Context: an optimization exercise on an open-source flow, tuned for small area and a short achievable clock period. The choices shown serve that exercise and are no tape-out recipe.
Only the layout flow was run in this run; the RTL was not checked for function there.
Power is estimated from default activity; no workload was simulated.

==> design/flow/config.mk <==
export PLATFORM = sky130hd
export DESIGN_NAME = lj_pair_top
export DESIGN_NICKNAME = lj_pair_top
export VERILOG_FILES = /design/flow/design.v
export SDC_FILE = /design/flow/constraint.sdc
export NUM_CORES = 4
export LEC_CHECK = 0
export CAP_MARGIN = 20
export CORE_MARGIN = 2
export CORE_UTILIZATION = 40
export SLEW_MARGIN = 20
export SETUP_SLACK_MARGIN = 6
==> design/flow/constraint.sdc <==
create_clock -name core_clock -period 9.5 [get_ports {clk}]
set_input_delay 1.9000 -clock core_clock [delete_from_list [all_inputs] [get_ports {clk}]]
set_output_delay 1.9000 -clock core_clock [all_outputs]
set_load 0.01 [all_outputs]
==> design/flow/design.v <==
`default_nettype none
package lj_pkg;
	localparam int CELL_ID_WIDTH  = 2;             
	localparam int CELL_POS_WIDTH = 6;             
	localparam int MAG_WIDTH      = 6;             
	localparam int ACC_WIDTH   = 32;               
	localparam int COUNT_WIDTH = 8;                
	localparam int CMAG_WIDTH  = 14;
	localparam int PROD_WIDTH  = CMAG_WIDTH + MAG_WIDTH;    
	localparam int FORCE_SHIFT = 6;
	localparam int QH_WIDTH    = PROD_WIDTH - FORCE_SHIFT;
endpackage
`default_nettype wire
`timescale 1ns/1ns
`default_nettype none
import lj_pkg::*;
module pair_decode (
	input  logic [lj_pkg::CELL_ID_WIDTH-1:0]   hc,
	input  logic [lj_pkg::CELL_ID_WIDTH-1:0]   nc,
	input  logic [lj_pkg::CELL_POS_WIDTH-1:0]  hp,
	input  logic [lj_pkg::CELL_POS_WIDTH-1:0]  np,
	output logic                               ok,
	output logic                               neg,
	output logic [lj_pkg::MAG_WIDTH-1:0]       mag
);
	logic       up;                                
	logic       dn;                                
	logic [6:0] dp;                                
	logic       dp_neg;
	logic       dp_pos;
	always_comb begin
		up = 1'b0;
		dn = 1'b0;
		case ({hc, nc})
			4'b00_01, 4'b01_10, 4'b10_00: up = 1'b1;
			4'b00_10, 4'b01_00, 4'b10_01: dn = 1'b1;
			default: ;
		endcase
	end
	assign dp     = {1'b0, np} - {1'b0, hp};
	assign dp_neg = dp[6];
	assign dp_pos = ~dp[6] & (dp[5:0] != 6'd0);
	assign neg    = dn | (~up & dp_neg);
	assign ok     = up ? dp_neg : (dn ? dp_pos : 1'b1);
	assign mag    = neg ? (hp - np) : dp[5:0];
endmodule
module lj_sumsq (
	input  logic [5:0]  a,
	input  logic [5:0]  b,
	input  logic [5:0]  c,
	output logic [13:0] ra,      
	output logic [13:0] rb
);
	logic t1;
	logic t2;
	logic t3;
	logic t4;
	logic t5;
	logic t6;
	logic t7;
	logic t8;
	logic t9;
	logic t10;
	logic t11;
	logic t12;
	logic t13;
	logic t14;
	logic t15;
	logic t16;
	logic t17;
	logic t18;
	logic t19;
	logic t20;
	logic t21;
	logic t22;
	logic t23;
	logic t24;
	logic t25;
	logic t26;
	logic t27;
	logic t28;
	logic t29;
	logic t30;
	logic t31;
	logic t32;
	logic t33;
	logic t34;
	logic t35;
	logic t36;
	logic t37;
	logic t38;
	logic t39;
	logic t40;
	logic t41;
	logic t42;
	logic t43;
	logic t44;
	logic t45;
	logic t46;
	logic t47;
	logic t48;
	logic t49;
	logic t50;
	logic t51;
	logic t52;
	logic t53;
	logic t54;
	logic t55;
	logic t56;
	logic t57;
	logic t58;
	logic t59;
	logic t60;
	logic t61;
	logic t62;
	logic t63;
	logic t64;
	logic t65;
	logic t66;
	logic t67;
	logic t68;
	logic t69;
	logic t70;
	logic t71;
	logic t72;
	logic t73;
	logic t74;
	logic t75;
	logic t76;
	logic t77;
	logic t78;
	logic t79;
	logic t80;
	logic t81;
	logic t82;
	logic t83;
	logic t84;
	logic t85;
	logic t86;
	logic t87;
	logic t88;
	logic t89;
	logic t90;
	logic t91;
	logic t92;
	logic t93;
	logic t94;
	logic t95;
	logic t96;
	logic t97;
	logic t98;
	logic t99;
	logic t100;
	logic t101;
	logic t102;
	logic t103;
	logic t104;
	logic t105;
	logic t106;
	logic t107;
	logic t108;
	logic t109;
	logic t110;
	logic t111;
	logic t112;
	logic t113;
	logic t114;
	logic t115;
	logic t116;
	logic t117;
	logic t118;
	logic t119;
	logic t120;
	logic t121;
	logic t122;
	logic t123;
	logic t124;
	logic t125;
	logic t126;
	logic t127;
	logic t128;
	logic t129;
	logic t130;
	logic t131;
	logic t132;
	logic t133;
	logic t134;
	logic t135;
	logic t136;
	logic t137;
	assign t1 = a[0] & a[1];
	assign t2 = a[0] & a[2];
	assign t3 = a[0] & a[3];
	assign t4 = a[0] & a[4];
	assign t5 = a[0] & a[5];
	assign t6 = a[1] & a[2];
	assign t7 = a[1] & a[3];
	assign t8 = a[1] & a[4];
	assign t9 = a[1] & a[5];
	assign t10 = a[2] & a[3];
	assign t11 = a[2] & a[4];
	assign t12 = a[2] & a[5];
	assign t13 = a[3] & a[4];
	assign t14 = a[3] & a[5];
	assign t15 = a[4] & a[5];
	assign t16 = b[0] & b[1];
	assign t17 = b[0] & b[2];
	assign t18 = b[0] & b[3];
	assign t19 = b[0] & b[4];
	assign t20 = b[0] & b[5];
	assign t21 = b[1] & b[2];
	assign t22 = b[1] & b[3];
	assign t23 = b[1] & b[4];
	assign t24 = b[1] & b[5];
	assign t25 = b[2] & b[3];
	assign t26 = b[2] & b[4];
	assign t27 = b[2] & b[5];
	assign t28 = b[3] & b[4];
	assign t29 = b[3] & b[5];
	assign t30 = b[4] & b[5];
	assign t31 = c[0] & c[1];
	assign t32 = c[0] & c[2];
	assign t33 = c[0] & c[3];
	assign t34 = c[0] & c[4];
	assign t35 = c[0] & c[5];
	assign t36 = c[1] & c[2];
	assign t37 = c[1] & c[3];
	assign t38 = c[1] & c[4];
	assign t39 = c[1] & c[5];
	assign t40 = c[2] & c[3];
	assign t41 = c[2] & c[4];
	assign t42 = c[2] & c[5];
	assign t43 = c[3] & c[4];
	assign t44 = c[3] & c[5];
	assign t45 = c[4] & c[5];
	assign t46 = t5 ^ t8 ^ t10;
	assign t47 = (t5 & t8) | (t5 & t10) | (t8 & t10);
	assign t48 = a[3] ^ t20;
	assign t49 = a[3] & t20;
	assign t50 = t3 ^ t6 ^ a[2];
	assign t51 = (t3 & t6) | (t3 & a[2]) | (t6 & a[2]);
	assign t52 = t18 ^ t21;
	assign t53 = t18 & t21;
	assign t54 = t4 ^ t7 ^ t19;
	assign t55 = (t4 & t7) | (t4 & t19) | (t7 & t19);
	assign t56 = t46 ^ t48 ^ t23;
	assign t57 = (t46 & t48) | (t46 & t23) | (t48 & t23);
	assign t58 = t25 ^ b[3] ^ t35;
	assign t59 = (t25 & b[3]) | (t25 & t35) | (b[3] & t35);
	assign t60 = t47 ^ t49 ^ t9;
	assign t61 = (t47 & t49) | (t47 & t9) | (t49 & t9);
	assign t62 = t11 ^ t24 ^ t26;
	assign t63 = (t11 & t24) | (t11 & t26) | (t24 & t26);
	assign t64 = t12 ^ t13 ^ a[4];
	assign t65 = (t12 & t13) | (t12 & a[4]) | (t13 & a[4]);
	assign t66 = t27 ^ t28 ^ b[4];
	assign t67 = (t27 & t28) | (t27 & b[4]) | (t28 & b[4]);
	assign t68 = t42 ^ t43;
	assign t69 = t42 & t43;
	assign t70 = t1 ^ a[1] ^ t16;
	assign t71 = (t1 & a[1]) | (t1 & t16) | (a[1] & t16);
	assign t72 = t50 ^ t52 ^ b[2];
	assign t73 = (t50 & t52) | (t50 & b[2]) | (t52 & b[2]);
	assign t74 = t51 ^ t53 ^ t54;
	assign t75 = (t51 & t53) | (t51 & t54) | (t53 & t54);
	assign t76 = t22 ^ t34;
	assign t77 = t22 & t34;
	assign t78 = t55 ^ t56 ^ t58;
	assign t79 = (t55 & t56) | (t55 & t58) | (t56 & t58);
	assign t80 = t38 ^ t40 ^ c[3];
	assign t81 = (t38 & t40) | (t38 & c[3]) | (t40 & c[3]);
	assign t82 = t57 ^ t59 ^ t60;
	assign t83 = (t57 & t59) | (t57 & t60) | (t59 & t60);
	assign t84 = t62 ^ t39 ^ t41;
	assign t85 = (t62 & t39) | (t62 & t41) | (t39 & t41);
	assign t86 = t61 ^ t63 ^ t64;
	assign t87 = (t61 & t63) | (t61 & t64) | (t63 & t64);
	assign t88 = t66 ^ t68 ^ c[4];
	assign t89 = (t66 & t68) | (t66 & c[4]) | (t68 & c[4]);
	assign t90 = t65 ^ t67 ^ t69;
	assign t91 = (t65 & t67) | (t65 & t69) | (t67 & t69);
	assign t92 = t14 ^ t29 ^ t44;
	assign t93 = (t14 & t29) | (t14 & t44) | (t29 & t44);
	assign t94 = t15 ^ a[5] ^ t30;
	assign t95 = (t15 & a[5]) | (t15 & t30) | (a[5] & t30);
	assign t96 = b[5] ^ t45 ^ c[5];
	assign t97 = (b[5] & t45) | (b[5] & c[5]) | (t45 & c[5]);
	assign t98 = t70 ^ b[1];
	assign t99 = t70 & b[1];
	assign t100 = t71 ^ t2 ^ t17;
	assign t101 = (t71 & t2) | (t71 & t17) | (t2 & t17);
	assign t102 = t72 ^ t33 ^ t36;
	assign t103 = (t72 & t33) | (t72 & t36) | (t33 & t36);
	assign t104 = t73 ^ t74 ^ t76;
	assign t105 = (t73 & t74) | (t73 & t76) | (t74 & t76);
	assign t106 = t75 ^ t77 ^ t78;
	assign t107 = (t75 & t77) | (t75 & t78) | (t77 & t78);
	assign t108 = t79 ^ t81 ^ t82;
	assign t109 = (t79 & t81) | (t79 & t82) | (t81 & t82);
	assign t110 = t83 ^ t85 ^ t86;
	assign t111 = (t83 & t85) | (t83 & t86) | (t85 & t86);
	assign t112 = t87 ^ t89 ^ t90;
	assign t113 = (t87 & t89) | (t87 & t90) | (t89 & t90);
	assign t114 = t91 ^ t93 ^ t94;
	assign t115 = (t91 & t93) | (t91 & t94) | (t93 & t94);
	assign t116 = a[0] ^ b[0];
	assign t117 = a[0] & b[0];
	assign t118 = t98 ^ t31;
	assign t119 = t98 & t31;
	assign t120 = t99 ^ t100 ^ t32;
	assign t121 = (t99 & t100) | (t99 & t32) | (t100 & t32);
	assign t122 = t101 ^ t102 ^ c[2];
	assign t123 = (t101 & t102) | (t101 & c[2]) | (t102 & c[2]);
	assign t124 = t103 ^ t104 ^ t37;
	assign t125 = (t103 & t104) | (t103 & t37) | (t104 & t37);
	assign t126 = t105 ^ t106 ^ t80;
	assign t127 = (t105 & t106) | (t105 & t80) | (t106 & t80);
	assign t128 = t107 ^ t108 ^ t84;
	assign t129 = (t107 & t108) | (t107 & t84) | (t108 & t84);
	assign t130 = t109 ^ t110 ^ t88;
	assign t131 = (t109 & t110) | (t109 & t88) | (t110 & t88);
	assign t132 = t111 ^ t112 ^ t92;
	assign t133 = (t111 & t112) | (t111 & t92) | (t112 & t92);
	assign t134 = t113 ^ t114 ^ t96;
	assign t135 = (t113 & t114) | (t113 & t96) | (t114 & t96);
	assign t136 = t115 ^ t95 ^ t97;
	assign t137 = (t115 & t95) | (t115 & t97) | (t95 & t97);
	assign ra = {1'b0, t137, t135, t133, t131, t129, t127, t125, t123, t121, t119, t118, t117, t116};
	assign rb = {1'b0, 1'b0, t136, t134, t132, t130, t128, t126, t124, t122, t120, c[1], 1'b0, c[0]};
endmodule
`default_nettype wire
`timescale 1ns/1ns
`default_nettype none
import lj_pkg::*;
module force_execute (
	input  logic                               en,
	input  logic [7:0]                         tab,      
	output logic                               csign,
	output logic [lj_pkg::CMAG_WIDTH-1:0]      cmag
);
	logic                         t_sign;
	logic [lj_pkg::CMAG_WIDTH-1:0] t_mag;
	always_comb begin
		case (tab)
			8'd0: begin t_sign = 1'b0; t_mag = 14'd16000; end   
			8'd1: begin t_sign = 1'b0; t_mag = 14'd15745; end   
			8'd2: begin t_sign = 1'b0; t_mag = 14'd15490; end   
			8'd3: begin t_sign = 1'b0; t_mag = 14'd15235; end   
			8'd4: begin t_sign = 1'b0; t_mag = 14'd14980; end   
			8'd5: begin t_sign = 1'b0; t_mag = 14'd14725; end   
			8'd6: begin t_sign = 1'b0; t_mag = 14'd14470; end   
			8'd7: begin t_sign = 1'b0; t_mag = 14'd14215; end   
			8'd8: begin t_sign = 1'b0; t_mag = 14'd13960; end   
			8'd9: begin t_sign = 1'b0; t_mag = 14'd13705; end   
			8'd10: begin t_sign = 1'b0; t_mag = 14'd13450; end   
			8'd11: begin t_sign = 1'b0; t_mag = 14'd13195; end   
			8'd12: begin t_sign = 1'b0; t_mag = 14'd12940; end   
			8'd13: begin t_sign = 1'b0; t_mag = 14'd12685; end   
			8'd14: begin t_sign = 1'b0; t_mag = 14'd12430; end   
			8'd15: begin t_sign = 1'b0; t_mag = 14'd12175; end   
			8'd16: begin t_sign = 1'b0; t_mag = 14'd11920; end   
			8'd17: begin t_sign = 1'b0; t_mag = 14'd11665; end   
			8'd18: begin t_sign = 1'b0; t_mag = 14'd11410; end   
			8'd19: begin t_sign = 1'b0; t_mag = 14'd11155; end   
			8'd20: begin t_sign = 1'b0; t_mag = 14'd10900; end   
			8'd21: begin t_sign = 1'b0; t_mag = 14'd10645; end   
			8'd22: begin t_sign = 1'b0; t_mag = 14'd10390; end   
			8'd23: begin t_sign = 1'b0; t_mag = 14'd10135; end   
			8'd24: begin t_sign = 1'b0; t_mag = 14'd9880; end   
			8'd25: begin t_sign = 1'b0; t_mag = 14'd9625; end   
			8'd26: begin t_sign = 1'b0; t_mag = 14'd9370; end   
			8'd27: begin t_sign = 1'b0; t_mag = 14'd9115; end   
			8'd28: begin t_sign = 1'b0; t_mag = 14'd8860; end   
			8'd29: begin t_sign = 1'b0; t_mag = 14'd8605; end   
			8'd30: begin t_sign = 1'b0; t_mag = 14'd8350; end   
			8'd31: begin t_sign = 1'b0; t_mag = 14'd8095; end   
			8'd32: begin t_sign = 1'b0; t_mag = 14'd8000; end   
			8'd33: begin t_sign = 1'b0; t_mag = 14'd7800; end   
			8'd34: begin t_sign = 1'b0; t_mag = 14'd7600; end   
			8'd35: begin t_sign = 1'b0; t_mag = 14'd7400; end   
			8'd36: begin t_sign = 1'b0; t_mag = 14'd7200; end   
			8'd37: begin t_sign = 1'b0; t_mag = 14'd7000; end   
			8'd38: begin t_sign = 1'b0; t_mag = 14'd6800; end   
			8'd39: begin t_sign = 1'b0; t_mag = 14'd6600; end   
			8'd40: begin t_sign = 1'b0; t_mag = 14'd6400; end   
			8'd41: begin t_sign = 1'b0; t_mag = 14'd6200; end   
			8'd42: begin t_sign = 1'b0; t_mag = 14'd6000; end   
			8'd43: begin t_sign = 1'b0; t_mag = 14'd5800; end   
			8'd44: begin t_sign = 1'b0; t_mag = 14'd5600; end   
			8'd45: begin t_sign = 1'b0; t_mag = 14'd5400; end   
			8'd46: begin t_sign = 1'b0; t_mag = 14'd5200; end   
			8'd47: begin t_sign = 1'b0; t_mag = 14'd5000; end   
			8'd48: begin t_sign = 1'b0; t_mag = 14'd4800; end   
			8'd49: begin t_sign = 1'b0; t_mag = 14'd4600; end   
			8'd50: begin t_sign = 1'b0; t_mag = 14'd4400; end   
			8'd51: begin t_sign = 1'b0; t_mag = 14'd4200; end   
			8'd52: begin t_sign = 1'b0; t_mag = 14'd4000; end   
			8'd53: begin t_sign = 1'b0; t_mag = 14'd3800; end   
			8'd54: begin t_sign = 1'b0; t_mag = 14'd3600; end   
			8'd55: begin t_sign = 1'b0; t_mag = 14'd3400; end   
			8'd56: begin t_sign = 1'b0; t_mag = 14'd3200; end   
			8'd57: begin t_sign = 1'b0; t_mag = 14'd3000; end   
			8'd58: begin t_sign = 1'b0; t_mag = 14'd2800; end   
			8'd59: begin t_sign = 1'b0; t_mag = 14'd2600; end   
			8'd60: begin t_sign = 1'b0; t_mag = 14'd2400; end   
			8'd61: begin t_sign = 1'b0; t_mag = 14'd2200; end   
			8'd62: begin t_sign = 1'b0; t_mag = 14'd2000; end   
			8'd63: begin t_sign = 1'b0; t_mag = 14'd1800; end   
			8'd64: begin t_sign = 1'b0; t_mag = 14'd1800; end   
			8'd65: begin t_sign = 1'b0; t_mag = 14'd1740; end   
			8'd66: begin t_sign = 1'b0; t_mag = 14'd1680; end   
			8'd67: begin t_sign = 1'b0; t_mag = 14'd1620; end   
			8'd68: begin t_sign = 1'b0; t_mag = 14'd1560; end   
			8'd69: begin t_sign = 1'b0; t_mag = 14'd1500; end   
			8'd70: begin t_sign = 1'b0; t_mag = 14'd1440; end   
			8'd71: begin t_sign = 1'b0; t_mag = 14'd1380; end   
			8'd72: begin t_sign = 1'b0; t_mag = 14'd1320; end   
			8'd73: begin t_sign = 1'b0; t_mag = 14'd1260; end   
			8'd74: begin t_sign = 1'b0; t_mag = 14'd1200; end   
			8'd75: begin t_sign = 1'b0; t_mag = 14'd1140; end   
			8'd76: begin t_sign = 1'b0; t_mag = 14'd1080; end   
			8'd77: begin t_sign = 1'b0; t_mag = 14'd1020; end   
			8'd78: begin t_sign = 1'b0; t_mag = 14'd960; end   
			8'd79: begin t_sign = 1'b0; t_mag = 14'd900; end   
			8'd80: begin t_sign = 1'b0; t_mag = 14'd840; end   
			8'd81: begin t_sign = 1'b0; t_mag = 14'd780; end   
			8'd82: begin t_sign = 1'b0; t_mag = 14'd720; end   
			8'd83: begin t_sign = 1'b0; t_mag = 14'd660; end   
			8'd84: begin t_sign = 1'b0; t_mag = 14'd600; end   
			8'd85: begin t_sign = 1'b0; t_mag = 14'd540; end   
			8'd86: begin t_sign = 1'b0; t_mag = 14'd480; end   
			8'd87: begin t_sign = 1'b0; t_mag = 14'd420; end   
			8'd88: begin t_sign = 1'b0; t_mag = 14'd360; end   
			8'd89: begin t_sign = 1'b0; t_mag = 14'd300; end   
			8'd90: begin t_sign = 1'b0; t_mag = 14'd240; end   
			8'd91: begin t_sign = 1'b0; t_mag = 14'd180; end   
			8'd92: begin t_sign = 1'b0; t_mag = 14'd120; end   
			8'd93: begin t_sign = 1'b0; t_mag = 14'd60; end   
			8'd94: begin t_sign = 1'b0; t_mag = 14'd0; end   
			8'd95: begin t_sign = 1'b1; t_mag = 14'd60; end   
			8'd96: begin t_sign = 1'b1; t_mag = 14'd60; end   
			8'd97: begin t_sign = 1'b1; t_mag = 14'd68; end   
			8'd98: begin t_sign = 1'b1; t_mag = 14'd76; end   
			8'd99: begin t_sign = 1'b1; t_mag = 14'd84; end   
			8'd100: begin t_sign = 1'b1; t_mag = 14'd92; end   
			8'd101: begin t_sign = 1'b1; t_mag = 14'd100; end   
			8'd102: begin t_sign = 1'b1; t_mag = 14'd108; end   
			8'd103: begin t_sign = 1'b1; t_mag = 14'd116; end   
			8'd104: begin t_sign = 1'b1; t_mag = 14'd124; end   
			8'd105: begin t_sign = 1'b1; t_mag = 14'd132; end   
			8'd106: begin t_sign = 1'b1; t_mag = 14'd140; end   
			8'd107: begin t_sign = 1'b1; t_mag = 14'd148; end   
			8'd108: begin t_sign = 1'b1; t_mag = 14'd156; end   
			8'd109: begin t_sign = 1'b1; t_mag = 14'd164; end   
			8'd110: begin t_sign = 1'b1; t_mag = 14'd172; end   
			8'd111: begin t_sign = 1'b1; t_mag = 14'd180; end   
			8'd112: begin t_sign = 1'b1; t_mag = 14'd188; end   
			8'd113: begin t_sign = 1'b1; t_mag = 14'd196; end   
			8'd114: begin t_sign = 1'b1; t_mag = 14'd204; end   
			8'd115: begin t_sign = 1'b1; t_mag = 14'd212; end   
			8'd116: begin t_sign = 1'b1; t_mag = 14'd220; end   
			8'd117: begin t_sign = 1'b1; t_mag = 14'd228; end   
			8'd118: begin t_sign = 1'b1; t_mag = 14'd236; end   
			8'd119: begin t_sign = 1'b1; t_mag = 14'd244; end   
			8'd120: begin t_sign = 1'b1; t_mag = 14'd252; end   
			8'd121: begin t_sign = 1'b1; t_mag = 14'd260; end   
			8'd122: begin t_sign = 1'b1; t_mag = 14'd268; end   
			8'd123: begin t_sign = 1'b1; t_mag = 14'd276; end   
			8'd124: begin t_sign = 1'b1; t_mag = 14'd284; end   
			8'd125: begin t_sign = 1'b1; t_mag = 14'd292; end   
			8'd126: begin t_sign = 1'b1; t_mag = 14'd300; end   
			8'd127: begin t_sign = 1'b1; t_mag = 14'd308; end   
			8'd128: begin t_sign = 1'b1; t_mag = 14'd310; end   
			8'd129: begin t_sign = 1'b1; t_mag = 14'd313; end   
			8'd130: begin t_sign = 1'b1; t_mag = 14'd316; end   
			8'd131: begin t_sign = 1'b1; t_mag = 14'd319; end   
			8'd132: begin t_sign = 1'b1; t_mag = 14'd322; end   
			8'd133: begin t_sign = 1'b1; t_mag = 14'd325; end   
			8'd134: begin t_sign = 1'b1; t_mag = 14'd328; end   
			8'd135: begin t_sign = 1'b1; t_mag = 14'd331; end   
			8'd136: begin t_sign = 1'b1; t_mag = 14'd334; end   
			8'd137: begin t_sign = 1'b1; t_mag = 14'd337; end   
			8'd138: begin t_sign = 1'b1; t_mag = 14'd340; end   
			8'd139: begin t_sign = 1'b1; t_mag = 14'd343; end   
			8'd140: begin t_sign = 1'b1; t_mag = 14'd346; end   
			8'd141: begin t_sign = 1'b1; t_mag = 14'd349; end   
			8'd142: begin t_sign = 1'b1; t_mag = 14'd352; end   
			8'd143: begin t_sign = 1'b1; t_mag = 14'd355; end   
			8'd144: begin t_sign = 1'b1; t_mag = 14'd358; end   
			8'd145: begin t_sign = 1'b1; t_mag = 14'd361; end   
			8'd146: begin t_sign = 1'b1; t_mag = 14'd364; end   
			8'd147: begin t_sign = 1'b1; t_mag = 14'd367; end   
			8'd148: begin t_sign = 1'b1; t_mag = 14'd370; end   
			8'd149: begin t_sign = 1'b1; t_mag = 14'd373; end   
			8'd150: begin t_sign = 1'b1; t_mag = 14'd376; end   
			8'd151: begin t_sign = 1'b1; t_mag = 14'd379; end   
			8'd152: begin t_sign = 1'b1; t_mag = 14'd382; end   
			8'd153: begin t_sign = 1'b1; t_mag = 14'd385; end   
			8'd154: begin t_sign = 1'b1; t_mag = 14'd388; end   
			8'd155: begin t_sign = 1'b1; t_mag = 14'd391; end   
			8'd156: begin t_sign = 1'b1; t_mag = 14'd394; end   
			8'd157: begin t_sign = 1'b1; t_mag = 14'd397; end   
			8'd158: begin t_sign = 1'b1; t_mag = 14'd400; end   
			8'd159: begin t_sign = 1'b1; t_mag = 14'd403; end   
			8'd160: begin t_sign = 1'b1; t_mag = 14'd400; end   
			8'd161: begin t_sign = 1'b1; t_mag = 14'd401; end   
			8'd162: begin t_sign = 1'b1; t_mag = 14'd402; end   
			8'd163: begin t_sign = 1'b1; t_mag = 14'd403; end   
			8'd164: begin t_sign = 1'b1; t_mag = 14'd404; end   
			8'd165: begin t_sign = 1'b1; t_mag = 14'd405; end   
			8'd166: begin t_sign = 1'b1; t_mag = 14'd406; end   
			8'd167: begin t_sign = 1'b1; t_mag = 14'd407; end   
			8'd168: begin t_sign = 1'b1; t_mag = 14'd408; end   
			8'd169: begin t_sign = 1'b1; t_mag = 14'd409; end   
			8'd170: begin t_sign = 1'b1; t_mag = 14'd410; end   
			8'd171: begin t_sign = 1'b1; t_mag = 14'd411; end   
			8'd172: begin t_sign = 1'b1; t_mag = 14'd412; end   
			8'd173: begin t_sign = 1'b1; t_mag = 14'd413; end   
			8'd174: begin t_sign = 1'b1; t_mag = 14'd414; end   
			8'd175: begin t_sign = 1'b1; t_mag = 14'd415; end   
			8'd176: begin t_sign = 1'b1; t_mag = 14'd416; end   
			8'd177: begin t_sign = 1'b1; t_mag = 14'd417; end   
			8'd178: begin t_sign = 1'b1; t_mag = 14'd418; end   
			8'd179: begin t_sign = 1'b1; t_mag = 14'd419; end   
			8'd180: begin t_sign = 1'b1; t_mag = 14'd420; end   
			8'd181: begin t_sign = 1'b1; t_mag = 14'd421; end   
			8'd182: begin t_sign = 1'b1; t_mag = 14'd422; end   
			8'd183: begin t_sign = 1'b1; t_mag = 14'd423; end   
			8'd184: begin t_sign = 1'b1; t_mag = 14'd424; end   
			8'd185: begin t_sign = 1'b1; t_mag = 14'd425; end   
			8'd186: begin t_sign = 1'b1; t_mag = 14'd426; end   
			8'd187: begin t_sign = 1'b1; t_mag = 14'd427; end   
			8'd188: begin t_sign = 1'b1; t_mag = 14'd428; end   
			8'd189: begin t_sign = 1'b1; t_mag = 14'd429; end   
			8'd190: begin t_sign = 1'b1; t_mag = 14'd430; end   
			8'd191: begin t_sign = 1'b1; t_mag = 14'd431; end   
			8'd192: begin t_sign = 1'b1; t_mag = 14'd300; end   
			8'd193: begin t_sign = 1'b1; t_mag = 14'd302; end   
			8'd194: begin t_sign = 1'b1; t_mag = 14'd304; end   
			8'd195: begin t_sign = 1'b1; t_mag = 14'd306; end   
			8'd196: begin t_sign = 1'b1; t_mag = 14'd308; end   
			8'd197: begin t_sign = 1'b1; t_mag = 14'd310; end   
			8'd198: begin t_sign = 1'b1; t_mag = 14'd312; end   
			8'd199: begin t_sign = 1'b1; t_mag = 14'd314; end   
			8'd200: begin t_sign = 1'b1; t_mag = 14'd316; end   
			8'd201: begin t_sign = 1'b1; t_mag = 14'd318; end   
			8'd202: begin t_sign = 1'b1; t_mag = 14'd320; end   
			8'd203: begin t_sign = 1'b1; t_mag = 14'd322; end   
			8'd204: begin t_sign = 1'b1; t_mag = 14'd324; end   
			8'd205: begin t_sign = 1'b1; t_mag = 14'd326; end   
			8'd206: begin t_sign = 1'b1; t_mag = 14'd328; end   
			8'd207: begin t_sign = 1'b1; t_mag = 14'd330; end   
			8'd208: begin t_sign = 1'b1; t_mag = 14'd332; end   
			8'd209: begin t_sign = 1'b1; t_mag = 14'd334; end   
			8'd210: begin t_sign = 1'b1; t_mag = 14'd336; end   
			8'd211: begin t_sign = 1'b1; t_mag = 14'd338; end   
			8'd212: begin t_sign = 1'b1; t_mag = 14'd340; end   
			8'd213: begin t_sign = 1'b1; t_mag = 14'd342; end   
			8'd214: begin t_sign = 1'b1; t_mag = 14'd344; end   
			8'd215: begin t_sign = 1'b1; t_mag = 14'd346; end   
			8'd216: begin t_sign = 1'b1; t_mag = 14'd348; end   
			8'd217: begin t_sign = 1'b1; t_mag = 14'd350; end   
			8'd218: begin t_sign = 1'b1; t_mag = 14'd352; end   
			8'd219: begin t_sign = 1'b1; t_mag = 14'd354; end   
			8'd220: begin t_sign = 1'b1; t_mag = 14'd356; end   
			8'd221: begin t_sign = 1'b1; t_mag = 14'd358; end   
			8'd222: begin t_sign = 1'b1; t_mag = 14'd360; end   
			8'd223: begin t_sign = 1'b1; t_mag = 14'd362; end   
			8'd224: begin t_sign = 1'b1; t_mag = 14'd200; end   
			8'd225: begin t_sign = 1'b1; t_mag = 14'd204; end   
			8'd226: begin t_sign = 1'b1; t_mag = 14'd208; end   
			8'd227: begin t_sign = 1'b1; t_mag = 14'd212; end   
			8'd228: begin t_sign = 1'b1; t_mag = 14'd216; end   
			8'd229: begin t_sign = 1'b1; t_mag = 14'd220; end   
			8'd230: begin t_sign = 1'b1; t_mag = 14'd224; end   
			8'd231: begin t_sign = 1'b1; t_mag = 14'd228; end   
			8'd232: begin t_sign = 1'b1; t_mag = 14'd232; end   
			8'd233: begin t_sign = 1'b1; t_mag = 14'd236; end   
			8'd234: begin t_sign = 1'b1; t_mag = 14'd240; end   
			8'd235: begin t_sign = 1'b1; t_mag = 14'd244; end   
			8'd236: begin t_sign = 1'b1; t_mag = 14'd248; end   
			8'd237: begin t_sign = 1'b1; t_mag = 14'd252; end   
			8'd238: begin t_sign = 1'b1; t_mag = 14'd256; end   
			8'd239: begin t_sign = 1'b1; t_mag = 14'd260; end   
			8'd240: begin t_sign = 1'b1; t_mag = 14'd264; end   
			8'd241: begin t_sign = 1'b1; t_mag = 14'd268; end   
			8'd242: begin t_sign = 1'b1; t_mag = 14'd272; end   
			8'd243: begin t_sign = 1'b1; t_mag = 14'd276; end   
			8'd244: begin t_sign = 1'b1; t_mag = 14'd280; end   
			8'd245: begin t_sign = 1'b1; t_mag = 14'd284; end   
			8'd246: begin t_sign = 1'b1; t_mag = 14'd288; end   
			8'd247: begin t_sign = 1'b1; t_mag = 14'd292; end   
			8'd248: begin t_sign = 1'b1; t_mag = 14'd296; end   
			8'd249: begin t_sign = 1'b1; t_mag = 14'd300; end   
			8'd250: begin t_sign = 1'b1; t_mag = 14'd304; end   
			8'd251: begin t_sign = 1'b1; t_mag = 14'd308; end   
			8'd252: begin t_sign = 1'b1; t_mag = 14'd312; end   
			8'd253: begin t_sign = 1'b1; t_mag = 14'd316; end   
			8'd254: begin t_sign = 1'b1; t_mag = 14'd320; end   
			8'd255: begin t_sign = 1'b1; t_mag = 14'd324; end   
			default: begin t_sign = 1'b0; t_mag = 14'd0; end
		endcase
	end
	assign csign = t_sign;
	assign cmag  = t_mag & {CMAG_WIDTH{en}};
endmodule
module lj_mul (
	input  logic [13:0] c,
	input  logic [5:0]  m,
	output logic [19:0] q
);
	logic t1;
	logic t2;
	logic t3;
	logic t4;
	logic t5;
	logic t6;
	logic t7;
	logic t8;
	logic t9;
	logic t10;
	logic t11;
	logic t12;
	logic t13;
	logic t14;
	logic t15;
	logic t16;
	logic t17;
	logic t18;
	logic t19;
	logic t20;
	logic t21;
	logic t22;
	logic t23;
	logic t24;
	logic t25;
	logic t26;
	logic t27;
	logic t28;
	logic t29;
	logic t30;
	logic t31;
	logic t32;
	logic t33;
	logic t34;
	logic t35;
	logic t36;
	logic t37;
	logic t38;
	logic t39;
	logic t40;
	logic t41;
	logic t42;
	logic t43;
	logic t44;
	logic t45;
	logic t46;
	logic t47;
	logic t48;
	logic t49;
	logic t50;
	logic t51;
	logic t52;
	logic t53;
	logic t54;
	logic t55;
	logic t56;
	logic t57;
	logic t58;
	logic t59;
	logic t60;
	logic t61;
	logic t62;
	logic t63;
	logic t64;
	logic t65;
	logic t66;
	logic t67;
	logic t68;
	logic t69;
	logic t70;
	logic t71;
	logic t72;
	logic t73;
	logic t74;
	logic t75;
	logic t76;
	logic t77;
	logic t78;
	logic t79;
	logic t80;
	logic t81;
	logic t82;
	logic t83;
	logic t84;
	logic t85;
	logic t86;
	logic t87;
	logic t88;
	logic t89;
	logic t90;
	logic t91;
	logic t92;
	logic t93;
	logic t94;
	logic t95;
	logic t96;
	logic t97;
	logic t98;
	logic t99;
	logic t100;
	logic t101;
	logic t102;
	logic t103;
	logic t104;
	logic t105;
	logic t106;
	logic t107;
	logic t108;
	logic t109;
	logic t110;
	logic t111;
	logic t112;
	logic t113;
	logic t114;
	logic t115;
	logic t116;
	logic t117;
	logic t118;
	logic t119;
	logic t120;
	logic t121;
	logic t122;
	logic t123;
	logic t124;
	logic t125;
	logic t126;
	logic t127;
	logic t128;
	logic t129;
	logic t130;
	logic t131;
	logic t132;
	logic t133;
	logic t134;
	logic t135;
	logic t136;
	logic t137;
	logic t138;
	logic t139;
	logic t140;
	logic t141;
	logic t142;
	logic t143;
	logic t144;
	logic t145;
	logic t146;
	logic t147;
	logic t148;
	logic t149;
	logic t150;
	logic t151;
	logic t152;
	logic t153;
	logic t154;
	logic t155;
	logic t156;
	logic t157;
	logic t158;
	logic t159;
	logic t160;
	logic t161;
	logic t162;
	logic t163;
	logic t164;
	logic t165;
	logic t166;
	logic t167;
	logic t168;
	logic t169;
	logic t170;
	logic t171;
	logic t172;
	logic t173;
	logic t174;
	logic t175;
	logic t176;
	logic t177;
	logic t178;
	logic t179;
	logic t180;
	logic t181;
	logic t182;
	logic t183;
	logic t184;
	logic t185;
	logic t186;
	logic t187;
	logic t188;
	assign t1 = c[0] & m[0];
	assign t2 = c[0] & m[1];
	assign t3 = c[0] & m[2];
	assign t4 = c[0] & m[3];
	assign t5 = c[0] & m[4];
	assign t6 = c[0] & m[5];
	assign t7 = c[1] & m[0];
	assign t8 = c[1] & m[1];
	assign t9 = c[1] & m[2];
	assign t10 = c[1] & m[3];
	assign t11 = c[1] & m[4];
	assign t12 = c[1] & m[5];
	assign t13 = c[2] & m[0];
	assign t14 = c[2] & m[1];
	assign t15 = c[2] & m[2];
	assign t16 = c[2] & m[3];
	assign t17 = c[2] & m[4];
	assign t18 = c[2] & m[5];
	assign t19 = c[3] & m[0];
	assign t20 = c[3] & m[1];
	assign t21 = c[3] & m[2];
	assign t22 = c[3] & m[3];
	assign t23 = c[3] & m[4];
	assign t24 = c[3] & m[5];
	assign t25 = c[4] & m[0];
	assign t26 = c[4] & m[1];
	assign t27 = c[4] & m[2];
	assign t28 = c[4] & m[3];
	assign t29 = c[4] & m[4];
	assign t30 = c[4] & m[5];
	assign t31 = c[5] & m[0];
	assign t32 = c[5] & m[1];
	assign t33 = c[5] & m[2];
	assign t34 = c[5] & m[3];
	assign t35 = c[5] & m[4];
	assign t36 = c[5] & m[5];
	assign t37 = c[6] & m[0];
	assign t38 = c[6] & m[1];
	assign t39 = c[6] & m[2];
	assign t40 = c[6] & m[3];
	assign t41 = c[6] & m[4];
	assign t42 = c[6] & m[5];
	assign t43 = c[7] & m[0];
	assign t44 = c[7] & m[1];
	assign t45 = c[7] & m[2];
	assign t46 = c[7] & m[3];
	assign t47 = c[7] & m[4];
	assign t48 = c[7] & m[5];
	assign t49 = c[8] & m[0];
	assign t50 = c[8] & m[1];
	assign t51 = c[8] & m[2];
	assign t52 = c[8] & m[3];
	assign t53 = c[8] & m[4];
	assign t54 = c[8] & m[5];
	assign t55 = c[9] & m[0];
	assign t56 = c[9] & m[1];
	assign t57 = c[9] & m[2];
	assign t58 = c[9] & m[3];
	assign t59 = c[9] & m[4];
	assign t60 = c[9] & m[5];
	assign t61 = c[10] & m[0];
	assign t62 = c[10] & m[1];
	assign t63 = c[10] & m[2];
	assign t64 = c[10] & m[3];
	assign t65 = c[10] & m[4];
	assign t66 = c[10] & m[5];
	assign t67 = c[11] & m[0];
	assign t68 = c[11] & m[1];
	assign t69 = c[11] & m[2];
	assign t70 = c[11] & m[3];
	assign t71 = c[11] & m[4];
	assign t72 = c[11] & m[5];
	assign t73 = c[12] & m[0];
	assign t74 = c[12] & m[1];
	assign t75 = c[12] & m[2];
	assign t76 = c[12] & m[3];
	assign t77 = c[12] & m[4];
	assign t78 = c[12] & m[5];
	assign t79 = c[13] & m[0];
	assign t80 = c[13] & m[1];
	assign t81 = c[13] & m[2];
	assign t82 = c[13] & m[3];
	assign t83 = c[13] & m[4];
	assign t84 = c[13] & m[5];
	assign t85 = t5 ^ t10;
	assign t86 = t5 & t10;
	assign t87 = t6 ^ t11 ^ t16;
	assign t88 = (t6 & t11) | (t6 & t16) | (t11 & t16);
	assign t89 = t21 ^ t26;
	assign t90 = t21 & t26;
	assign t91 = t12 ^ t17 ^ t22;
	assign t92 = (t12 & t17) | (t12 & t22) | (t17 & t22);
	assign t93 = t27 ^ t32 ^ t37;
	assign t94 = (t27 & t32) | (t27 & t37) | (t32 & t37);
	assign t95 = t18 ^ t23 ^ t28;
	assign t96 = (t18 & t23) | (t18 & t28) | (t23 & t28);
	assign t97 = t33 ^ t38 ^ t43;
	assign t98 = (t33 & t38) | (t33 & t43) | (t38 & t43);
	assign t99 = t24 ^ t29 ^ t34;
	assign t100 = (t24 & t29) | (t24 & t34) | (t29 & t34);
	assign t101 = t39 ^ t44 ^ t49;
	assign t102 = (t39 & t44) | (t39 & t49) | (t44 & t49);
	assign t103 = t30 ^ t35 ^ t40;
	assign t104 = (t30 & t35) | (t30 & t40) | (t35 & t40);
	assign t105 = t45 ^ t50 ^ t55;
	assign t106 = (t45 & t50) | (t45 & t55) | (t50 & t55);
	assign t107 = t36 ^ t41 ^ t46;
	assign t108 = (t36 & t41) | (t36 & t46) | (t41 & t46);
	assign t109 = t51 ^ t56 ^ t61;
	assign t110 = (t51 & t56) | (t51 & t61) | (t56 & t61);
	assign t111 = t42 ^ t47 ^ t52;
	assign t112 = (t42 & t47) | (t42 & t52) | (t47 & t52);
	assign t113 = t57 ^ t62 ^ t67;
	assign t114 = (t57 & t62) | (t57 & t67) | (t62 & t67);
	assign t115 = t48 ^ t53 ^ t58;
	assign t116 = (t48 & t53) | (t48 & t58) | (t53 & t58);
	assign t117 = t63 ^ t68 ^ t73;
	assign t118 = (t63 & t68) | (t63 & t73) | (t68 & t73);
	assign t119 = t54 ^ t59 ^ t64;
	assign t120 = (t54 & t59) | (t54 & t64) | (t59 & t64);
	assign t121 = t69 ^ t74 ^ t79;
	assign t122 = (t69 & t74) | (t69 & t79) | (t74 & t79);
	assign t123 = t60 ^ t65 ^ t70;
	assign t124 = (t60 & t65) | (t60 & t70) | (t65 & t70);
	assign t125 = t75 ^ t80;
	assign t126 = t75 & t80;
	assign t127 = t66 ^ t71 ^ t76;
	assign t128 = (t66 & t71) | (t66 & t76) | (t71 & t76);
	assign t129 = t4 ^ t9;
	assign t130 = t4 & t9;
	assign t131 = t85 ^ t15 ^ t20;
	assign t132 = (t85 & t15) | (t85 & t20) | (t15 & t20);
	assign t133 = t86 ^ t87 ^ t89;
	assign t134 = (t86 & t87) | (t86 & t89) | (t87 & t89);
	assign t135 = t88 ^ t90 ^ t91;
	assign t136 = (t88 & t90) | (t88 & t91) | (t90 & t91);
	assign t137 = t92 ^ t94 ^ t95;
	assign t138 = (t92 & t94) | (t92 & t95) | (t94 & t95);
	assign t139 = t96 ^ t98 ^ t99;
	assign t140 = (t96 & t98) | (t96 & t99) | (t98 & t99);
	assign t141 = t100 ^ t102 ^ t103;
	assign t142 = (t100 & t102) | (t100 & t103) | (t102 & t103);
	assign t143 = t104 ^ t106 ^ t107;
	assign t144 = (t104 & t106) | (t104 & t107) | (t106 & t107);
	assign t145 = t108 ^ t110 ^ t111;
	assign t146 = (t108 & t110) | (t108 & t111) | (t110 & t111);
	assign t147 = t112 ^ t114 ^ t115;
	assign t148 = (t112 & t114) | (t112 & t115) | (t114 & t115);
	assign t149 = t116 ^ t118 ^ t119;
	assign t150 = (t116 & t118) | (t116 & t119) | (t118 & t119);
	assign t151 = t120 ^ t122 ^ t123;
	assign t152 = (t120 & t122) | (t120 & t123) | (t122 & t123);
	assign t153 = t124 ^ t126 ^ t127;
	assign t154 = (t124 & t126) | (t124 & t127) | (t126 & t127);
	assign t155 = t128 ^ t72 ^ t77;
	assign t156 = (t128 & t72) | (t128 & t77) | (t72 & t77);
	assign t157 = t3 ^ t8;
	assign t158 = t3 & t8;
	assign t159 = t129 ^ t14 ^ t19;
	assign t160 = (t129 & t14) | (t129 & t19) | (t14 & t19);
	assign t161 = t130 ^ t131 ^ t25;
	assign t162 = (t130 & t131) | (t130 & t25) | (t131 & t25);
	assign t163 = t132 ^ t133 ^ t31;
	assign t164 = (t132 & t133) | (t132 & t31) | (t133 & t31);
	assign t165 = t134 ^ t135 ^ t93;
	assign t166 = (t134 & t135) | (t134 & t93) | (t135 & t93);
	assign t167 = t136 ^ t137 ^ t97;
	assign t168 = (t136 & t137) | (t136 & t97) | (t137 & t97);
	assign t169 = t138 ^ t139 ^ t101;
	assign t170 = (t138 & t139) | (t138 & t101) | (t139 & t101);
	assign t171 = t140 ^ t141 ^ t105;
	assign t172 = (t140 & t141) | (t140 & t105) | (t141 & t105);
	assign t173 = t142 ^ t143 ^ t109;
	assign t174 = (t142 & t143) | (t142 & t109) | (t143 & t109);
	assign t175 = t144 ^ t145 ^ t113;
	assign t176 = (t144 & t145) | (t144 & t113) | (t145 & t113);
	assign t177 = t146 ^ t147 ^ t117;
	assign t178 = (t146 & t147) | (t146 & t117) | (t147 & t117);
	assign t179 = t148 ^ t149 ^ t121;
	assign t180 = (t148 & t149) | (t148 & t121) | (t149 & t121);
	assign t181 = t150 ^ t151 ^ t125;
	assign t182 = (t150 & t151) | (t150 & t125) | (t151 & t125);
	assign t183 = t152 ^ t153 ^ t81;
	assign t184 = (t152 & t153) | (t152 & t81) | (t153 & t81);
	assign t185 = t154 ^ t155 ^ t82;
	assign t186 = (t154 & t155) | (t154 & t82) | (t155 & t82);
	assign t187 = t156 ^ t78 ^ t83;
	assign t188 = (t156 & t78) | (t156 & t83) | (t78 & t83);
	assign q = {1'b0, t188, t186, t184, t182, t180, t178, t176, t174, t172, t170, t168, t166, t164, t162, t160, t158, t157, t2, t1}
	         + {1'b0, t84, t187, t185, t183, t181, t179, t177, t175, t173, t171, t169, t167, t165, t163, t161, t159, t13, t7, 1'b0};
endmodule
`default_nettype wire
`timescale 1ns/1ns
`default_nettype none
import lj_pkg::*;
module force_accumulate (
	input  logic                                clk,
	input  logic                                clr,
	input  logic                                clr_d,
	input  logic                                s,
	input  logic                                cin,      
	input  logic [lj_pkg::QH_WIDTH-1:0]         x,        
	output logic [lj_pkg::ACC_WIDTH-1:0]        acc       
);
	localparam int HW = ACC_WIDTH - QH_WIDTH;        
	logic [QH_WIDTH-1:0]          lo;
	logic [QH_WIDTH-1:0]          lo_d;
	logic [QH_WIDTH-1:0]          lo_base;
	logic [QH_WIDTH+1:0]          lo_sum;          
	logic                         inc;             
	logic                         dec;             
	logic [HW-1:0]                hi;
	logic [HW-1:0]                hi_base;
	logic [HW:0]                  all1;            
	logic [HW:0]                  all0;            
	assign lo_base = clr ? '0 : lo;
	assign lo_sum  = {1'b0, lo_base, 1'b1} + {1'b0, x, cin};
	always_ff @(posedge clk) begin
		lo   <= lo_sum[QH_WIDTH:1];
		lo_d <= lo;
		inc  <= lo_sum[QH_WIDTH+1] & ~s;
		dec  <= s & ~lo_sum[QH_WIDTH+1];
	end
	assign hi_base = clr_d ? '0 : hi;
	assign all1[0] = 1'b1;
	assign all0[0] = 1'b1;
	genvar i;
	generate
		for (i = 0; i < HW; i++) begin : g_hi
			assign all1[i+1] = all1[i] & hi_base[i];
			assign all0[i+1] = all0[i] & ~hi_base[i];
		end
	endgenerate
	always_ff @(posedge clk) begin
		hi <= hi_base ^ (({HW{inc}} & all1[HW-1:0]) | ({HW{dec}} & all0[HW-1:0]));
	end
	assign acc = {hi, lo_d};
endmodule
`default_nettype wire
`timescale 1ns/1ns
`default_nettype none
import lj_pkg::*;
module lj_pair_top (
	input  logic                                   clk,
	input  logic                                   rst_n,
	input  logic                                   pair_valid,
	input  logic                                   pair_last,
	input  logic [3*lj_pkg::CELL_ID_WIDTH-1:0]     home_cell,
	input  logic [3*lj_pkg::CELL_ID_WIDTH-1:0]     nbr_cell,
	input  logic [3*lj_pkg::CELL_POS_WIDTH-1:0]    home_pos,
	input  logic [3*lj_pkg::CELL_POS_WIDTH-1:0]    nbr_pos,
	output logic                                   force_valid,
	output logic signed [lj_pkg::ACC_WIDTH-1:0]    force_x,
	output logic signed [lj_pkg::ACC_WIDTH-1:0]    force_y,
	output logic signed [lj_pkg::ACC_WIDTH-1:0]    force_z,
	output logic [lj_pkg::COUNT_WIDTH-1:0]         pair_count
);
	localparam int MW = MAG_WIDTH;
	localparam int CW = CMAG_WIDTH;
	localparam int QW = QH_WIDTH;
	logic [2:0]        ok0;
	logic [2:0]        neg0;
	logic [3*MW-1:0]   mag0;
	genvar a;
	generate
		for (a = 0; a < 3; a++) begin : g_axis
			pair_decode dec_i (
				.hc(home_cell[a*CELL_ID_WIDTH +: CELL_ID_WIDTH]),
				.nc(nbr_cell[a*CELL_ID_WIDTH +: CELL_ID_WIDTH]),
				.hp(home_pos[a*CELL_POS_WIDTH +: CELL_POS_WIDTH]),
				.np(nbr_pos[a*CELL_POS_WIDTH +: CELL_POS_WIDTH]),
				.ok(ok0[a]), .neg(neg0[a]), .mag(mag0[a*MW +: MW])
			);
		end
	endgenerate
	logic              v1, last1;
	logic [2:0]        neg1;
	logic [3*MW-1:0]   mag1;
	always_ff @(posedge clk or negedge rst_n) begin
		if (!rst_n) begin
			v1 <= 1'b0;
			last1 <= 1'b0;
		end else begin
			v1 <= pair_valid & (&ok0);
			last1 <= pair_valid & pair_last;
		end
	end
	always_ff @(posedge clk) begin
		neg1 <= neg0;
		mag1 <= mag0;
	end
	logic [13:0]       ra1, rb1;                   
	lj_sumsq sumsq_i (.a(mag1[0 +: MW]), .b(mag1[MW +: MW]), .c(mag1[2*MW +: MW]),
		.ra(ra1), .rb(rb1));
	logic              big1;                       
	assign big1 = (mag1[5:2] != 4'd0) | (mag1[MW+5:MW+2] != 4'd0) | (mag1[2*MW+5:2*MW+2] != 4'd0);
	logic              v2, last2, big2;
	logic [13:0]       ra2, rb2;
	logic [2:0]        neg2;
	logic [3*MW-1:0]   mag2;
	always_ff @(posedge clk or negedge rst_n) begin
		if (!rst_n) begin
			v2 <= 1'b0;
			last2 <= 1'b0;
		end else begin
			v2 <= v1;
			last2 <= last1;
		end
	end
	always_ff @(posedge clk) begin
		big2 <= big1;
		ra2 <= ra1;
		rb2 <= rb1;
		neg2 <= neg1;
		mag2 <= mag1;
	end
	logic [13:0]       r2;
	logic              en2;
	logic [7:0]        tab2;
	assign r2   = ra2 + rb2;
	assign en2  = v2 & (r2[13:12] == 2'b00) & (big2 | r2[4]);
	assign tab2 = r2[11:4];
	logic              csign;
	logic [CW-1:0]     cmag;
	force_execute coef_i (.en(en2), .tab(tab2), .csign(csign), .cmag(cmag));
	logic              en3, last3;
	logic [2:0]        s3;
	logic [CW-1:0]     cmag3;
	logic [3*MW-1:0]   mag3;
	always_ff @(posedge clk or negedge rst_n) begin
		if (!rst_n) begin
			en3 <= 1'b0;
			last3 <= 1'b0;
		end else begin
			en3 <= en2;
			last3 <= last2;
		end
	end
	always_ff @(posedge clk) begin
		s3 <= neg2 ^ {3{csign}};
		cmag3 <= cmag;
		mag3 <= mag2;
	end
	logic [3*QW-1:0]   x3;
	logic [2:0]        cin3;
	generate
		for (a = 0; a < 3; a++) begin : g_mul
			logic [PROD_WIDTH-1:0] q;
			lj_mul mul_i (.c(cmag3), .m(mag3[a*MW +: MW]), .q(q));
			assign x3[a*QW +: QW] = q[PROD_WIDTH-1:FORCE_SHIFT] ^ {QW{s3[a]}};
			assign cin3[a]        = s3[a] & (q[FORCE_SHIFT-1:0] == '0);
		end
	endgenerate
	logic              en4, last4;
	logic [2:0]        s4;
	logic [2:0]        cin4;
	logic [3*QW-1:0]   x4;
	always_ff @(posedge clk or negedge rst_n) begin
		if (!rst_n) begin
			en4 <= 1'b0;
			last4 <= 1'b0;
		end else begin
			en4 <= en3;
			last4 <= last3;
		end
	end
	always_ff @(posedge clk) begin
		s4 <= s3;
		cin4 <= cin3;
		x4 <= x3;
	end
	logic              clr_x, clr_y, clr_z, clr_n;    
	logic              last5;
	logic              clrd_x, clrd_y, clrd_z;        
	always_ff @(posedge clk or negedge rst_n) begin
		if (!rst_n) begin
			last5 <= 1'b0;
			force_valid <= 1'b0;
			clr_x <= 1'b1;
			clr_y <= 1'b1;
			clr_z <= 1'b1;
			clr_n <= 1'b1;
			clrd_x <= 1'b1;
			clrd_y <= 1'b1;
			clrd_z <= 1'b1;
		end else begin
			last5 <= last4;
			force_valid <= last5;
			clr_x <= last4 | (clr_x & ~en4);
			clr_y <= last4 | (clr_y & ~en4);
			clr_z <= last4 | (clr_z & ~en4);
			clr_n <= last4 | (clr_n & ~en4);
			clrd_x <= clr_x;
			clrd_y <= clr_y;
			clrd_z <= clr_z;
		end
	end
	force_accumulate acc_x (.clk(clk), .clr(clr_x), .clr_d(clrd_x), .s(s4[2]), .cin(cin4[2]),
		.x(x4[2*QW +: QW]), .acc(force_x));
	force_accumulate acc_y (.clk(clk), .clr(clr_y), .clr_d(clrd_y), .s(s4[1]), .cin(cin4[1]),
		.x(x4[1*QW +: QW]), .acc(force_y));
	force_accumulate acc_z (.clk(clk), .clr(clr_z), .clr_d(clrd_z), .s(s4[0]), .cin(cin4[0]),
		.x(x4[0*QW +: QW]), .acc(force_z));
	logic              en5, clrd_n;
	always_ff @(posedge clk or negedge rst_n) begin
		if (!rst_n) begin
			en5 <= 1'b0;
			clrd_n <= 1'b1;
		end else begin
			en5 <= en4;
			clrd_n <= clr_n;
		end
	end
	always_ff @(posedge clk) begin
		pair_count <= (clrd_n ? '0 : pair_count) + {{(COUNT_WIDTH-1){1'b0}}, en5};
	end
endmodule
`default_nettype wire
==> design/flow/flow/run.sh <==
#!/bin/bash
set -o pipefail
echo "export SETUP_SLACK_MARGIN = 6" >> config.mk
bash standard.sh > standard.log 2>&1
==> design/flow/standard.sh <==
#!/bin/bash
# synth_recipe.tcl (not shown) runs the flow's synth.tcl, then flattens the netlist and writes it again
# the make line also repeats each setting of config.mk as NAME=value (left out here)
make -C /OpenROAD-flow-scripts/flow DESIGN_CONFIG=/design/flow/config.mk WORK_HOME=/design/flow/orfs CLKGATE_MAP_FILE= SYNTH_SCRIPT=/design/flow/synth_recipe.tcl "${@:-finish}"
==> results_dict.tcl <==
set metrics [dict create \
    tightest_slew_ns 0.895 \
    max_stage_delay_ns 0.52 \
    synth_edf_count 0 \
    fin_hold_ws_ns 0.317 \
    clkTransAtPathRegs_ns 0.06 \
    fin_cells 3753 \
    grt_max_degree 32 \
    synthCells 2712 \
    start_util 0.404 \
    synthMuxAreaShare 0.00715 \
    vias_per_cell 5.21 \
    synth_area_leaders "dfxtp_1 (25%), fa_1 (15%), ha_1 (9.4%), and2_1 (6.6%), inv_1 (4.9%)" \
    ys_seq_area_frac 0.267 \
    grt_overflow 0 \
    grt_pass1_vias 19800 \
    path_cells "and2_4 -> fa_1 -> fa_1 -> inv_1 -> fa_1 -> inv_2 -> ha_4 -> a21oi_2 -> o21ai_2 -> or3_1 -> o211ai_1 -> o21ai_2 -> a31oi_2 -> or4b_1 -> nand4_1" \
    clock-sinks 319 \
    cts_tree "done" \
    cp.arrival_ns 4.58 \
    placed_area_sq_mm 0.0269 \
    rsz0062_at_grt "yes" \
    portBuffers 156 \
    synth_top_family_by_area "adder cells" \
    startpoint "mag3[3]" \
    drive_gt1_frac 0.182 \
    crit_top_cell "fa_1" \
    reg2reg_from "mag3[3]" \
    multi_input_area_sq_mm 0.0175 \
    clockPowerShare 0.124 \
    synth_area_sq_mm 0.0243 \
    ant_nets 0 \
    synth_compound_area_frac 0.144 \
    p_int_mw 6.10 \
    maxCapViolations 0 \
    dr.max_layer_used "met4" \
    finalCritPeriodShare 0.431 \
    final_util 0.501 \
    synth.most_common_cell "inv_1" \
    required_ns 9.99 \
    yosys-top-cells-count "inv_1 (315), dfxtp_1 (300), and2_1 (257)" \
    layout.nets 3363 \
    via_count 19600 \
    drc 0 \
    die_x_microns 251 \
    antenna_found_initial 1 \
    cts_max_level 2 \
    synth.distinct_cells 96 \
    grt_usage 0.183 \
    end_kind "register" \
    status "finished clean" \
    finalSetupTns_ns 0 \
    power.density_mw_per_mm2 376 \
    critPathSlowestCell "fa_1" \
    synthSimpleGateAreaFrac 0.202 \
    synth_top_area_cell "dfxtp_1" \
    hold_viol 0 \
    p_sw_frac 0.462 \
    crit_path_start_kind "register" \
    wl_per_cell_microns 15.6 \
    path_class "reg -> reg" \
    ir_drop_v 0.000282 \
    synth_area_per_cell_sq_um 8.97 \
    routed_wl_microns 58600 \
    hp-start "mag2[1]" \
    hp-class "reg -> reg" \
    area_growth_pct 24.1 \
    ys_warn_count 4 \
    synthesis.nets 3130 \
    drtIter0Drc 814 \
    synth_xor_area_frac 0.0683 \
    core_sq_mm 0.0602 \
    pre_cts_ws_ns 4.92 \
    critPathMaxFanout 7 \
    fin_ws_ns 5.40 \
    synth_seq_cells 319 \
    synth_top_area_frac 0.247 \
    synthArstFlopShare 0.0596 \
    dr_wl_met2_microns 29200 \
    ff_latch_area_sq_mm 0.00662 \
    dp_hpwl_microns 42000 \
    crit_family "adder cells" \
    p_sw_mw 5.24 \
    globalplace.congestion 0.868 \
    insertion_delay_ns 0.55 \
    synthAdderAreaFrac 0.245 \
    dp.cells 3566 \
    clk_path_buf_depth 3 \
    first_pass_iters 6 \
    drt-met1-wl_microns 25600 \
    die-area_sq_mm 0.0628 \
    cts_buffers 37 \
    synth_ff_type "dfxtp_1" \
    finalClockSkew_ns 0.0100 \
    fillers 5469 \
    pwr-share-comb 0.646 \
    stdcell_area_sq_mm 0.0302 \
    cp.buffers_inverters 2 \
    fmax_ghz 0.244 \
    clockRootBuffer "clkbuf_16" \
    setup_viol 0 \
    ioPinCount 157 \
    seqPwrFrac 0.230 \
    diodes 0 \
    wl_met3_microns 2210 \
    power_mw 11.3 \
    relSlewSlack 0.403 \
    drv_slew 0 \
    grt_pass1_wl_microns 96500 \
    leakage_nw 13.4 \
    timing.final.crit_period_ns 4.10 \
    die_h_microns 251 \
    num_rows 90 \
]
==> sequential cells by signal, summed over array words and instances, names as in the netlist, 18 cells and up <==
| register | count |
|---|---|
| mag2 | 18 |
| x4 | 42 |
| acc_z.hi | 18 |
| acc_y.hi | 18 |
| acc_x.hi | 18 |
| mag3 | 18 |
| mag1 | 18 |
==> power groups by stage <==
stage               sequential [mW]  combinational, mW  clock, mW
floorplan                      2.40               5.28          0
global placement               2.63               6.62          0
detailed placement             2.65               6.73          0
CTS                            2.61               6.99       1.45
global route                   2.71               8.10       1.51
finish                         2.61               7.33       1.40
==> path summary, 6_finish.rpt <==
| path | slack [ns] | cells after the start | endpoint |
|---|---|---|---|
| worst max-delay path | 5.40 | 15 | x4[13] |
| worst min-delay path | 0.32 | 0 | mag3[1] |
| worst max register to register | 5.40 | 15 | x4[13] |
| worst min register to register | 0.32 | 0 | mag3[1] |
| max in group asynchronous | 7.46 | 2 | clr_y |
| min in group asynchronous | 1.74 | 2 | force_valid |
==> final cells by class <==
class	count	share of cell area
multi-input combinational	1989	0.581
sequential	319	0.219
inverter	315	0.0401
timing repair buffer	282	0.0878
timing repair inverter	1	0.000166
clock buffer	54	0.0361
tap	782	0.0324
clock inverter	11	0.00328
==> per-layer routing <==
layer  track usage  up-vias
met4        0.0602        0
met1         0.229     9498
met2         0.322      397
met3        0.0264      102
li1              -     9572
met5             0        -
==> placed cells by master, fill, tap and decap left out, types with 18 or more instances in the layout <==
cell,count
clkdlybuf4s50_1,127
a21oi_1,77
inv_2,28
nand2b_1,27
nor2b_1,73
dfxtp_2,46
xnor2_1,126
xor2_1,56
buf_6,27
and2_1,234
nand3_1,57
ha_4,37
nor2_1,108
o211ai_1,19
a21oi_2,20
dfxtp_1,236
or3_1,24
nand2_1,170
clkbuf_16,37
fa_2,22
a31oi_1,29
fa_1,162
nor3_1,54
a211oi_1,18
a21o_1,36
o21ai_0,105
inv_1,283
o21ai_2,20
ha_1,143
dfxtp_4,18
buf_4,93
and2_4,23
==> timing repair <==
action	4_1_cts	5_1_grt
endpoints found under the setup margin	83	80
buffers inserted	66	54
gates resized for setup	178	191
pin swaps	67	112
cloned	1	1
hold buffers	0	0
==> cell families (layout without fill, tap and decap cells) <==
family | count (synthesis) | in the layout
XOR/XNOR | 188 | 188
AO/OA/AOI/OAI | 518 | 519
AND/OR/NAND/NOR | 899 | 899
adder cells (fa/ha/maj) | 366 | 366
flip-flops | 319 | 319
buffers and inverters | 405 | 663
multiplexers | 17 | 17

[afterwards: timing with drivers on the ports]
In the flow no input, the clock included, has a driving cell. The finished layout below was timed again as built, in two steps. Step 1 assumes that a clkbuf_16 drives the clock port and a buf_2 every other input. Step 2, shift: input delay + t, output delay - t, t = (earliest + latest rising clock arrival at the registers) / 2. This alone moves slack from input paths to output paths. Three values: ideal ports, drivers, drivers and shift; two values: the first two.
t (ns): 0.603
slack for setup (ns): 5.403 / 5.403 / 5.400
worst setup path at the end: input to register
After both steps setup and hold are still met in this run. For this run, drivers alone change the setup slack by 0.000 ns; drivers and shift together by -0.003 ns.
